Source: an optimization exercise on an open RTL-to-GDS flow (aim: small area, a short achievable clock period and few clock cycles). Production flows keep margins and buffers that such runs may drop.
In this exercise RTL edits were held to simulation tests only and were not proved equivalent to the original.

==> 02-05: inputs <==
// table_linear_interpolator_core
module table_linear_interpolator_core (
  input  logic                                clk_i,
  input  logic                                rst_ni,
  input  logic                                start,
  output logic                                busy,
  input  logic                                func_i,
  input  logic [tbli_pkg::IDX_W-1:0]          point_index_i,
  input  logic signed [tbli_pkg::DATA_W-1:0]  point_x_i,
  input  logic signed [tbli_pkg::DATA_W-1:0]  point_y_i,
  input  logic signed [tbli_pkg::DATA_W-1:0]  query_x_i,
  output logic                                done_o,
  output logic signed [tbli_pkg::DATA_W-1:0]  result_y_o,
  output logic [1:0]                          status_o
);
make LEC_CHECK=0 CAP_MARGIN=20 CORE_MARGIN=2 CORE_UTILIZATION=72 CTS_BUF_LIST=sky130_fd_sc_hd__clkbuf_16 CTS_CLUSTER_DIAMETER=110 CTS_CLUSTER_SIZE=24 PLACE_DENSITY=0.78 SLEW_MARGIN=20 finish   # period 10.0 ns
run.sh (not shown) runs the stock make flow with config.mk's settings and CLKGATE_MAP_FILE= SYNTH_SCRIPT=/design/flow/synth_recipe.tcl, a recipe that flattens the netlist after the stock synthesis.
==> 03-06: changes against 02-05 <==
==> flow/flow/run.sh (new file) <==
#!/bin/bash
# The standard layout, with the port buffers made of buf_4 cells instead of the
# cell buffer_ports picks by default (a slow delay buffer). Every port still gets
# its buffer. The whole make run's output goes to standard.log here.
set -euo pipefail
export BUFFER_PORTS_ARGS="-buffer_cell sky130_fd_sc_hd__buf_4"
bash standard.sh > standard.log 2>&1
==> flow/standard.sh (new file) <==
#!/bin/bash
# synth_recipe.tcl (not shown) runs the flow's synth.tcl, then flattens the netlist and writes it again
# the make line also repeats each setting of config.mk as NAME=value (left out here)
make -C /OpenROAD-flow-scripts/flow DESIGN_CONFIG=/design/flow/config.mk WORK_HOME=/design/flow/orfs CLKGATE_MAP_FILE= SYNTH_SCRIPT=/design/flow/synth_recipe.tcl "${@:-finish}"
CAP_MARGIN = 40   (was 20)
CORE_UTILIZATION = 55   (was 72)
CTS_CLUSTER_SIZE = 22   (was 24)
PLACE_DENSITY = 0.65   (was 0.78)
SLEW_MARGIN = 70   (was 20)
removed: flow/run.sh
==> comparison table <==
                                                                            02-05                       03-06
Biggest cell delay along the critical path                                0.53 ns                     0.47 ns
Count of filler cells inserted in the layout                                 6900                       11540
Worst hold endpoint                                     g_row[9].pl_q[57]$_DFF_P_  g_row[13].pl_q[52]$_DFF_P_
Ratio of cells with drive above 1 in the final layout                      5.679%                      9.180%
Master of the slowest instance on the critical path    sky130_fd_sc_hd__a2111oi_0      sky130_fd_sc_hd__or3_1
Clock latency on the worst-skew pair                                      0.73 ns                     0.78 ns
Final core utilization                                                     76.94%                      60.23%
Non-clock buffer share of cell area                                        1.147%                      2.377%
Via count of the first global-routing pass                                  51240                       49790
Signal arrival time at the worst endpoint                                 4.52 ns                     4.59 ns
Area added between synthesis and finish                                    6.103%                      9.090%
Smallest hold slack                                                     0.3099 ns                   0.3167 ns
Capture point of the worst path                               first2_q[8]$_DFF_P_        first2_q[11]$_DFF_P_
Die extent in x                                                          335.1 um                    382.8 um
Status                                                    complete, no violations     complete, no violations
Slew of the pin with the lowest slew margin                              1.265 ns                   0.5122 ns
Critical R2R Capture                                          first2_q[8]$_DFF_P_        first2_q[11]$_DFF_P_
Fraction of area in multi-input gates                                      40.08%                      39.49%
Total via count after detailed routing                                      50470                       49290
Testbench counts of 02-05, summed over its fixed seeds: cycles 1,911.
Testbench counts of 03-06, summed over its fixed seeds: cycles 1,911.

==> inputs of 10-26 <==
Another version of the RTL of table_linear_interpolator_core (not shown whole).
export LEC_CHECK = 0
export CAP_MARGIN = 20
export CORE_MARGIN = 2
export CORE_UTILIZATION = 55
export CTS_BUF_LIST = sky130_fd_sc_hd__clkbuf_8
export CTS_CLUSTER_SIZE = 20
export PLACE_DENSITY = 0.65
export SLEW_MARGIN = 20
create_clock -name core_clock -period 10.0 [get_ports {clk_i}]
standard.sh (not shown) runs the stock make flow with config.mk's settings and CLKGATE_MAP_FILE= SYNTH_SCRIPT=/design/flow/synth_recipe.tcl, a recipe that flattens the netlist after the stock synthesis.
==> flow/flow/run.sh <==
#!/bin/bash
# The standard layout, with the port buffers made of buf_4 cells instead of the
# cell buffer_ports picks by default (a slow delay buffer). Every port still gets
# its buffer. The whole make run's output goes to standard.log here.
set -euo pipefail
export BUFFER_PORTS_ARGS="-buffer_cell sky130_fd_sc_hd__buf_4"
bash standard.sh > standard.log 2>&1
==> 04-07: changes against 10-26 <==
--- a/flow/design.v
+++ b/flow/design.v
@@ -570,35 +570,47 @@
     q3_q   <= q2_q;
     x0_3_q <= s_x0;
     y0_3_q <= s_y0;
     x1_3_q <= s_x1;
     y1_3_q <= s_y1;
   end
-  logic signed [DIFF_W-1:0] c_dx, c_dy, c_dqx, c_ndx, c_ndy, c_ndqx;
-  assign c_dx   = DIFF_W'(x1_3_q) - DIFF_W'(x0_3_q);
-  assign c_dy   = DIFF_W'(y1_3_q) - DIFF_W'(y0_3_q);
-  assign c_dqx  = DIFF_W'(q3_q)   - DIFF_W'(x0_3_q);
-  assign c_ndx  = DIFF_W'(x0_3_q) - DIFF_W'(x1_3_q);
-  assign c_ndy  = DIFF_W'(y0_3_q) - DIFF_W'(y1_3_q);
-  assign c_ndqx = DIFF_W'(x0_3_q) - DIFF_W'(q3_q);
+  logic                     v4_q;
+  logic [1:0]               st4_q;
+  logic signed [DATA_W-1:0] y0_4_q;
+  logic signed [DIFF_W-1:0] dx4_q, dy4_q, dqx4_q;
+  always_ff @(posedge clk_i or negedge rst_ni) begin
+    if (!rst_ni) v4_q <= 1'b0;
+    else         v4_q <= v3_q;
+  end
+  always_ff @(posedge clk_i) begin
+    st4_q  <= st3_q;
+    y0_4_q <= y0_3_q;
+    dx4_q  <= DIFF_W'(x1_3_q) - DIFF_W'(x0_3_q);
+    dy4_q  <= DIFF_W'(y1_3_q) - DIFF_W'(y0_3_q);
+    dqx4_q <= DIFF_W'(q3_q)   - DIFF_W'(x0_3_q);
+  end
+  logic [DATA_W-1:0] c_adx, c_ady, c_adqx;
+  assign c_adx  = dx4_q[DIFF_W-1]  ? DATA_W'(-dx4_q)  : dx4_q[DATA_W-1:0];
+  assign c_ady  = dy4_q[DIFF_W-1]  ? DATA_W'(-dy4_q)  : dy4_q[DATA_W-1:0];
+  assign c_adqx = dqx4_q[DIFF_W-1] ? DATA_W'(-dqx4_q) : dqx4_q[DATA_W-1:0];
   logic                     v5_q;
   logic [1:0]               st5_q;
   logic signed [DATA_W-1:0] y0_5_q;
   logic                     neg5_q;
   logic [DATA_W-1:0]        dx5_q, dy5_q, dqx5_q;
   always_ff @(posedge clk_i or negedge rst_ni) begin
     if (!rst_ni) v5_q <= 1'b0;
-    else         v5_q <= v3_q;
+    else         v5_q <= v4_q;
   end
   always_ff @(posedge clk_i) begin
-    st5_q  <= (st3_q == ST_INTERP && x1_3_q == x0_3_q) ? ST_BADSEG : st3_q;
-    y0_5_q <= y0_3_q;
-    neg5_q <= c_dx[DIFF_W-1] ^ c_dy[DIFF_W-1] ^ c_dqx[DIFF_W-1];
-    dx5_q  <= c_dx[DIFF_W-1]  ? c_ndx[DATA_W-1:0]  : c_dx[DATA_W-1:0];
-    dy5_q  <= c_dy[DIFF_W-1]  ? c_ndy[DATA_W-1:0]  : c_dy[DATA_W-1:0];
-    dqx5_q <= c_dqx[DIFF_W-1] ? c_ndqx[DATA_W-1:0] : c_dqx[DATA_W-1:0];
+    st5_q  <= (st4_q == ST_INTERP && dx4_q == '0) ? ST_BADSEG : st4_q;
+    y0_5_q <= y0_4_q;
+    neg5_q <= dx4_q[DIFF_W-1] ^ dy4_q[DIFF_W-1] ^ dqx4_q[DIFF_W-1];
+    dx5_q  <= c_adx;
+    dy5_q  <= c_ady;
+    dqx5_q <= c_adqx;
   end
   logic [MROWS*MAG_W-1:0] c_rows;
   tbli_mul_csa u_mul (
     .a_i   (dy5_q),
     .b_i   (dqx5_q),
     .rows_o (c_rows)
==> flow/run.sh (new file) <==
#!/bin/bash
# synth_recipe.tcl (not shown) runs the flow's synth.tcl, then flattens the netlist and writes it again
# the make line also repeats each setting of config.mk as NAME=value (left out here)
make -C /OpenROAD-flow-scripts/flow DESIGN_CONFIG=/design/flow/config.mk WORK_HOME=/design/flow/orfs CLKGATE_MAP_FILE= SYNTH_SCRIPT=/design/flow/synth_recipe.tcl finish
Settings changed: CORE_UTILIZATION 55 to 40, CTS_BUF_LIST sky130_fd_sc_hd__clkbuf_8 to not set, CTS_CLUSTER_SIZE 20 to not set, PLACE_DENSITY 0.65 to not set.
removed: flow/flow/run.sh
removed: flow/standard.sh
==> 08-25: changes against 10-26 <==
==> flow/run.sh (new file) <==
#!/bin/bash
# synth_recipe.tcl (not shown) runs the flow's synth.tcl, then flattens the netlist and writes it again
# the make line also repeats each setting of config.mk as NAME=value (left out here)
make -C /OpenROAD-flow-scripts/flow DESIGN_CONFIG=/design/flow/config.mk WORK_HOME=/design/flow/orfs CLKGATE_MAP_FILE= SYNTH_SCRIPT=/design/flow/synth_recipe.tcl finish
removed: flow/flow/run.sh
removed: flow/standard.sh
==> 07-21: changes against 10-26 <==
--- a/flow/design.v
+++ b/flow/design.v
@@ -515,61 +515,62 @@
   always_ff @(posedge clk_i or negedge rst_ni) begin
     if (!rst_ni) v1_q <= 1'b0;
     else         v1_q <= start && (func_i == tbli_pkg::FUNC_QUERY);
   end
   always_ff @(posedge clk_i) q1_q <= query_x_i;
   logic [POINTS-1:0] c_eq, c_hit, c_first;
-  logic              c_seen;
-  logic [1:0]        c_st;
+  logic [POINTS:0]   c_seen;
   always_comb begin
     for (int i = 0; i < POINTS; i++) begin
       c_eq[i]  = (tx[i] == q1_q);
       c_hit[i] = c_eq[i];
       if (i < POINTS - 1) c_hit[i] = c_hit[i] || (tx[i+1] > q1_q);
     end
-    c_seen = 1'b0;
+    c_seen[0] = 1'b0;
     for (int i = 0; i < POINTS; i++) begin
-      c_first[i] = c_hit[i] && !c_seen;
-      c_seen     = c_seen || c_hit[i];
+      c_first[i]  = c_hit[i] && !c_seen[i];
+      c_seen[i+1] = c_seen[i] || c_hit[i];
     end
-    c_st = !c_seen ? ST_RANGE : (|(c_first & c_eq)) ? ST_EXACT : ST_INTERP;
   end
   logic                     v2_q;
-  logic [1:0]               st2_q;
+  logic                     any2_q;
   logic signed [DATA_W-1:0] q2_q;
-  logic [POINTS-1:0]        first2_q;
+  logic [POINTS-1:0]        first2_q, eq2_q;
   always_ff @(posedge clk_i or negedge rst_ni) begin
     if (!rst_ni) v2_q <= 1'b0;
     else         v2_q <= v1_q;
   end
   always_ff @(posedge clk_i) begin
-    st2_q    <= c_st;
+    any2_q   <= c_seen[POINTS];
     q2_q     <= q1_q;
     first2_q <= c_first;
+    eq2_q    <= c_eq;
   end
   logic signed [DATA_W-1:0] s_x0, s_y0, s_x1, s_y1;
+  logic [1:0]               s_st;
   always_comb begin
     s_x0 = '0; s_y0 = '0; s_x1 = '0; s_y1 = '0;
     for (int i = 0; i < POINTS; i++) begin
       s_x0 |= {DATA_W{first2_q[i]}} & tx[i];
       s_y0 |= {DATA_W{first2_q[i]}} & ty[i];
       if (i < POINTS - 1) begin
         s_x1 |= {DATA_W{first2_q[i]}} & tx[i+1];
         s_y1 |= {DATA_W{first2_q[i]}} & ty[i+1];
       end
     end
+    s_st = !any2_q ? ST_RANGE : (|(first2_q & eq2_q)) ? ST_EXACT : ST_INTERP;
   end
   logic                     v3_q;
   logic [1:0]               st3_q;
   logic signed [DATA_W-1:0] q3_q, x0_3_q, y0_3_q, x1_3_q, y1_3_q;
   always_ff @(posedge clk_i or negedge rst_ni) begin
     if (!rst_ni) v3_q <= 1'b0;
     else         v3_q <= v2_q;
   end
   always_ff @(posedge clk_i) begin
-    st3_q  <= st2_q;
+    st3_q  <= s_st;
     q3_q   <= q2_q;
     x0_3_q <= s_x0;
     y0_3_q <= s_y0;
     x1_3_q <= s_x1;
     y1_3_q <= s_y1;
   end
==> flow/run.sh (new file) <==
#!/bin/bash
# synth_recipe.tcl (not shown) runs the flow's synth.tcl, then flattens the netlist and writes it again
# the make line also repeats each setting of config.mk as NAME=value (left out here)
make -C /OpenROAD-flow-scripts/flow DESIGN_CONFIG=/design/flow/config.mk WORK_HOME=/design/flow/orfs CLKGATE_MAP_FILE= SYNTH_SCRIPT=/design/flow/synth_recipe.tcl finish
Settings changed: CAP_MARGIN 20 to 40, CTS_BUF_LIST sky130_fd_sc_hd__clkbuf_8 to sky130_fd_sc_hd__clkbuf_16, CTS_CLUSTER_DIAMETER set to 110, CTS_CLUSTER_SIZE 20 to 22, SLEW_MARGIN 20 to 70.
removed: flow/flow/run.sh
removed: flow/standard.sh
==> run summary <==
|  | 08-25 | 10-26 | 04-07 | 07-21 |
|---|---|---|---|---|
| WHS | 276 ps | 277 ps | 312 ps | 309 ps |
| Cell count along the critical path | 1 | 12 | 11 | 14 |
| Die area | 146,000 um2 | 146,000 um2 | 205,000 um2 | 147,000 um2 |
| Worst path arrival time | 2060 ps | 4750 ps | 4760 ps | 4670 ps |
| Capturing element type of the critical path | output pin | flip-flop | flip-flop | flip-flop |
| Effective utilization at floorplan | 0.555 | 0.555 | 0.403 | 0.552 |
| Setup crit start | res_q[15] | g_row[11].pl_q[15] | q1_q[13] | y0_3_q[7] |
| Total placed instance area | 81,500 um2 | 81,300 um2 | 84,100 um2 | 83,300 um2 |
| First-pass GRT wire length | 283,000 um | 283,000 um | 286,000 um | 286,000 um |
| Post-synthesis sequential element count | 1,924 | 1,924 | 1,994 | 1,935 |
| Cell at the root of the clock tree | clkbuf_8 | clkbuf_8 | clkbuf_16 | clkbuf_16 |
| Yosys top cell area share | 0.385 | 0.385 | 0.394 | 0.387 |
| Synthesized area | 78,800 um2 | 78,800 um2 | 80,600 um2 | 78,900 um2 |
| Result of the run | timing/DRC/antenna clean | timing/DRC/antenna clean | timing/DRC/antenna clean | timing/DRC/antenna clean |
| Count of multi-input gates | 4,005 | 4,005 | 3,936 | 4,012 |
Testbench counts of 10-26, summed over its fixed seeds: cycles 1,911.
Testbench counts of 04-07, summed over its fixed seeds: cycles 1,919.
Testbench counts of 08-25, summed over its fixed seeds: cycles 1,911.
Testbench counts of 07-21, summed over its fixed seeds: cycles 1,911.

## port drivers added, routing unchanged
Ports are ideal in the flow. The routed layouts listed here were re-timed in OpenROAD. Step 1: set_driving_cell puts a clkbuf_16 on clk_i and a buf_2 on each other input, an assumption about the parent block. Step 2 moves the port delays by t, midway between the first and last clock arrival at a register: inputs arrive t later, outputs are due t later. That takes back most of the time a late clock gives input paths. Slacks: ideal / step 1 / step 2; pairs: ideal / step 1.
run	shift t [ns]	slack for setup (ns)	worst setup path after step 2	pins driven straight from the clock port
02-05	0.788	6.102 / 6.102 / 6.102	register to register	1
03-06	0.823	6.080 / 6.080 / 6.080	register to register	1
10-26	1.030	6.082 / 6.082 / 6.082	register to register	1
04-07	0.909	5.974 / 5.974 / 5.974	register to register	1
08-25	1.029	5.939 / 5.864 / 6.059	register to register	1
07-21	0.816	5.942 / 5.942 / 5.942	register to register	1
After both steps every run listed still meets setup and hold.
